This design comes from an exercise in tuning for small area and a short achievable clock period on the open sky130 flow, not from production work. At most, simulation tests tie the RTL to the original design; equivalence was not proved. Power is estimated from default activity; no workload was simulated.

Design cpu_top, start of the top module:
module cpu_top (
    input  logic        clk,
    input  logic        reset,
    input  logic        run,
    input  logic        prog_valid,
    input  logic [15:0] prog_addr,
    input  logic [31:0] prog_word,
    output logic        prog_ready,
    output logic        retire_valid,
    output logic [31:0] retire_pc,
    output logic [31:0] retire_instr,
    output logic        retire_we,
    output logic [4:0]  retire_rd,
    output logic [31:0] retire_value
);
    localparam logic [6:0] op_reg   = 7'b0110011;
    localparam logic [6:0] op_imm   = 7'b0010011;
    localparam logic [6:0] op_lui   = 7'b0110111;
    localparam logic [6:0] op_load  = 7'b0000011;
    localparam logic [6:0] op_store = 7'b0100011;
    logic [31:0] imem [32];
    logic [31:0] dmem [32];
    logic [31:0] regs [1:31];
    logic [4:0]  pc;
    logic [31:0] ir;
    logic [31:0] sum_q, oth_q, dsel_q;
    logic        a31_q, b31_q;
    logic        st_q, wr_q, legal_q;
    logic        s_sum_q, s_oth_q, s_rev_q, s_slt_q;
    logic [1023:0] imem_flat, regs_flat, dmem_flat;
    always_comb begin
        for (int i = 0; i < 32; i++) begin
            imem_flat[32*i +: 32] = imem[i];
            dmem_flat[32*i +: 32] = dmem[i];
  ...
Size in the first run: ~8000 cells after synthesis, ~160 I/O pins, about 130000 um^2 of cells after synthesis.
==> flow/config.mk <==
export PLATFORM = sky130hd
export DESIGN_NAME = cpu_top
export DESIGN_NICKNAME = cpu_top
export VERILOG_FILES = /design/flow/design.v
export SDC_FILE = /design/flow/constraint.sdc
export NUM_CORES = 8
export LEC_CHECK = 0
export CAP_MARGIN = 20
export CORE_MARGIN = 2
export CORE_UTILIZATION = 40
export SETUP_SLACK_MARGIN = 1.0
export SLEW_MARGIN = 20
export SYNTH_HIERARCHICAL = 1
==> flow/constraint.sdc <==
create_clock -name core_clock -period 13.0 [get_ports {clk}]
set_input_delay 2.6000 -clock core_clock [delete_from_list [all_inputs] [get_ports {clk}]]
set_output_delay 2.6000 -clock core_clock [all_outputs]
set_load 0.01 [all_outputs]
standard.sh (not shown) runs the stock make flow with config.mk's settings and CLKGATE_MAP_FILE= SYNTH_SCRIPT=/design/flow/synth_recipe.tcl, a recipe that flattens the netlist after the stock synthesis.
==> flow/flow/run.sh <==
#!/bin/bash
# Own layout flow: the standard synthesis, then every combinational cell set to its
# smallest size, then the standard ORFS layout with timing repair aimed well below the clock
# period, small clock-tree buffers and plain port buffers.
set -euo pipefail
R=orfs/results/$FLOW_PLATFORM/cpu_top/base
KNOBS=(
  "SETUP_SLACK_MARGIN=7.5"
  "TNS_END_PERCENT=10"
  "CTS_BUF_LIST=sky130_fd_sc_hd__clkbuf_16"
  "CTS_CLUSTER_SIZE=24"
  "CTS_CLUSTER_DIAMETER=80"
  "PRE_IO_PLACEMENT_TCL=$PWD/flow/io.tcl"
  "BUFFER_PORTS_ARGS=-buffer_cell sky130_fd_sc_hd__buf_2"
)
bash standard.sh synth > log_synth.txt 2>&1
RESULTS=$R openroad -no_init -exit flow/downsize.tcl > log_downsize.txt 2>&1
touch $R/1_synth.sdc
bash standard.sh "${KNOBS[@]}" finish > log_layout.txt 2>&1
Other scripts of this flow, unchanged in this note and not shown: flow/flow/downsize.tcl, flow/flow/io.tcl
Edit:
--- a/flow/design.v
+++ b/flow/design.v
@@ -41,16 +41,19 @@
     assign y = ~(a | b | c);
 endmodule
 module c_or3 (input logic a, b, c, output logic y);
     assign y = a | b | c;
 endmodule
 module c_and2 (input logic a, b, output logic y);
     assign y = a & b;
 endmodule
+module c_or2 (input logic a, b, output logic y);
+    assign y = a | b;
+endmodule
 module c_xor2 (input logic a, b, output logic y);
     assign y = a ^ b;
 endmodule
 module c_pgpre (input logic x, y, output logic g, p);
     c_and2 u_g (.a(x), .b(y), .y(g));
     c_xor2 u_p (.a(x), .b(y), .y(p));
 endmodule
 module c_pgcomb (input logic gh, ph, gl, pl, output logic g, p);
@@ -476,33 +479,44 @@
     rdport_rx u_rs1_rd (.sel(sel1), .words(regs_flat), .x_n(x1_n), .q(a));
     rdport_rx u_rs2_rd (.sel(sel2), .words(regs_flat), .x_n(x2_n), .q(b));
     genvar go;
     generate
         for (go = 0; go < 32; go++) begin : op_
             c_xor2 ux (.a(b[go]), .b(inv), .y(bx[go]));
         end
     endgenerate
-    logic [31:0] sum_n, sh_n, lg_n, oth_d;
+    logic [31:0] sum_n, sh_n, oth_d;
     logic [4:0]  shamt;
     logic        fill;
     assign shamt = b[4:0];
     assign fill  = sra && a[31];
     addn    u_add (.x(a), .y(bx), .cin(inv), .s(sum_n));
     shift32 u_sh  (.a(a), .sh(shamt), .left(left), .fill(fill), .y(sh_n));
-    assign oth_d = (nalu && nf3[1:0] == 2'b01) ? sh_n : lg_n;
-    always_comb begin
-        case (nf3)
-            3'b100:  lg_n = a ^ b;
-            3'b110:  lg_n = a | b;
-            default: lg_n = a & b;
-        endcase
-        if (nop == op_lui)   lg_n = imm;
-        if (nop == op_store) lg_n = b;
-    end
+    logic s_x, s_o, s_a, s_sh, s_lu, s_st;
+    logic [31:0] xo, oo, ao;
+    assign s_x  = nalu && nf3 == 3'b100;
+    assign s_o  = nalu && nf3 == 3'b110;
+    assign s_a  = nalu && nf3 == 3'b111;
+    assign s_sh = nalu && nf3[1:0] == 2'b01;
+    assign s_lu = nop == op_lui;
+    assign s_st = nop == op_store;
+    genvar gl;
+    generate
+        for (gl = 0; gl < 32; gl++) begin : lg_
+            logic t1, t2;
+            c_xor2   ux (.a(a[gl]), .b(b[gl]), .y(xo[gl]));
+            c_or2    uo (.a(a[gl]), .b(b[gl]), .y(oo[gl]));
+            c_and2   ua (.a(a[gl]), .b(b[gl]), .y(ao[gl]));
+            c_a222oi u1 (.a1(s_x), .a2(xo[gl]), .b1(s_o), .b2(oo[gl]), .c1(s_a), .c2(ao[gl]), .y(t1));
+            c_a222oi u2 (.a1(s_sh), .a2(sh_n[gl]), .b1(s_lu), .b2(imm[gl]), .c1(s_st), .c2(b[gl]),
+                         .y(t2));
+            c_nand2  un (.a(t1), .b(t2), .y(oth_d[gl]));
+        end
+    endgenerate
     logic [6:0]  ls_sum;
     logic [3:0]  dlo;
     logic [7:0]  dhi;
     logic [31:0] dsel_n;
     addn #(.w(7), .levels(3)) u_ls (.x(a[6:0]), .y(imm[6:0]), .cin(1'b0), .s(ls_sum));
     always_comb begin
         for (int i = 0; i < 4; i++)
             dlo[i] = ls_sum[3:2] == 2'(i);
Effect: Wire length rose by 1.5%; via count goes up by 0.47%; die area fell by 0.55%; combinational power falls by 6.1%; sequential power hardly moves; first-iteration DRC count goes up by 0.31%; power goes down by 1.8%; final cell count goes down by 0.54%; setup slack loses 0.084 ns; synthesized cell count shrinks by 2.0%; clock skew drops by 0.026 ns; clock-buffer cell count does not change; synthesized area decreases by 0.55%.
For the second run of this note, only the layout was checked, not whether the RTL still works.

## static timing again, ports no longer ideal
The flow's constraints put no driver on any port. The routed layouts listed below were extracted and timed again, unchanged, in two steps.
Step 1 assumes that a clkbuf_16 drives the clock port and a buf_2 every other input.
Step 2 also shifts input and output timing later by t, the mid clock arrival at the registers, as if the neighbouring blocks saw the same clock.
Three values: ideal ports, drivers, drivers and shift; two values: the first two.
run | t, ns | setup WS [ns] | cell pins on the clock port's net
the first run | 1.004 | 7.009 / 6.726 / 5.865 | 1
the second run | 1.021 | 6.925 / 6.854 / 5.833 | 1
After both steps every run listed still meets setup and hold. The setup slack of the first run, which loses most, moves by -0.283 ns with the drivers and by -1.144 ns with both steps.
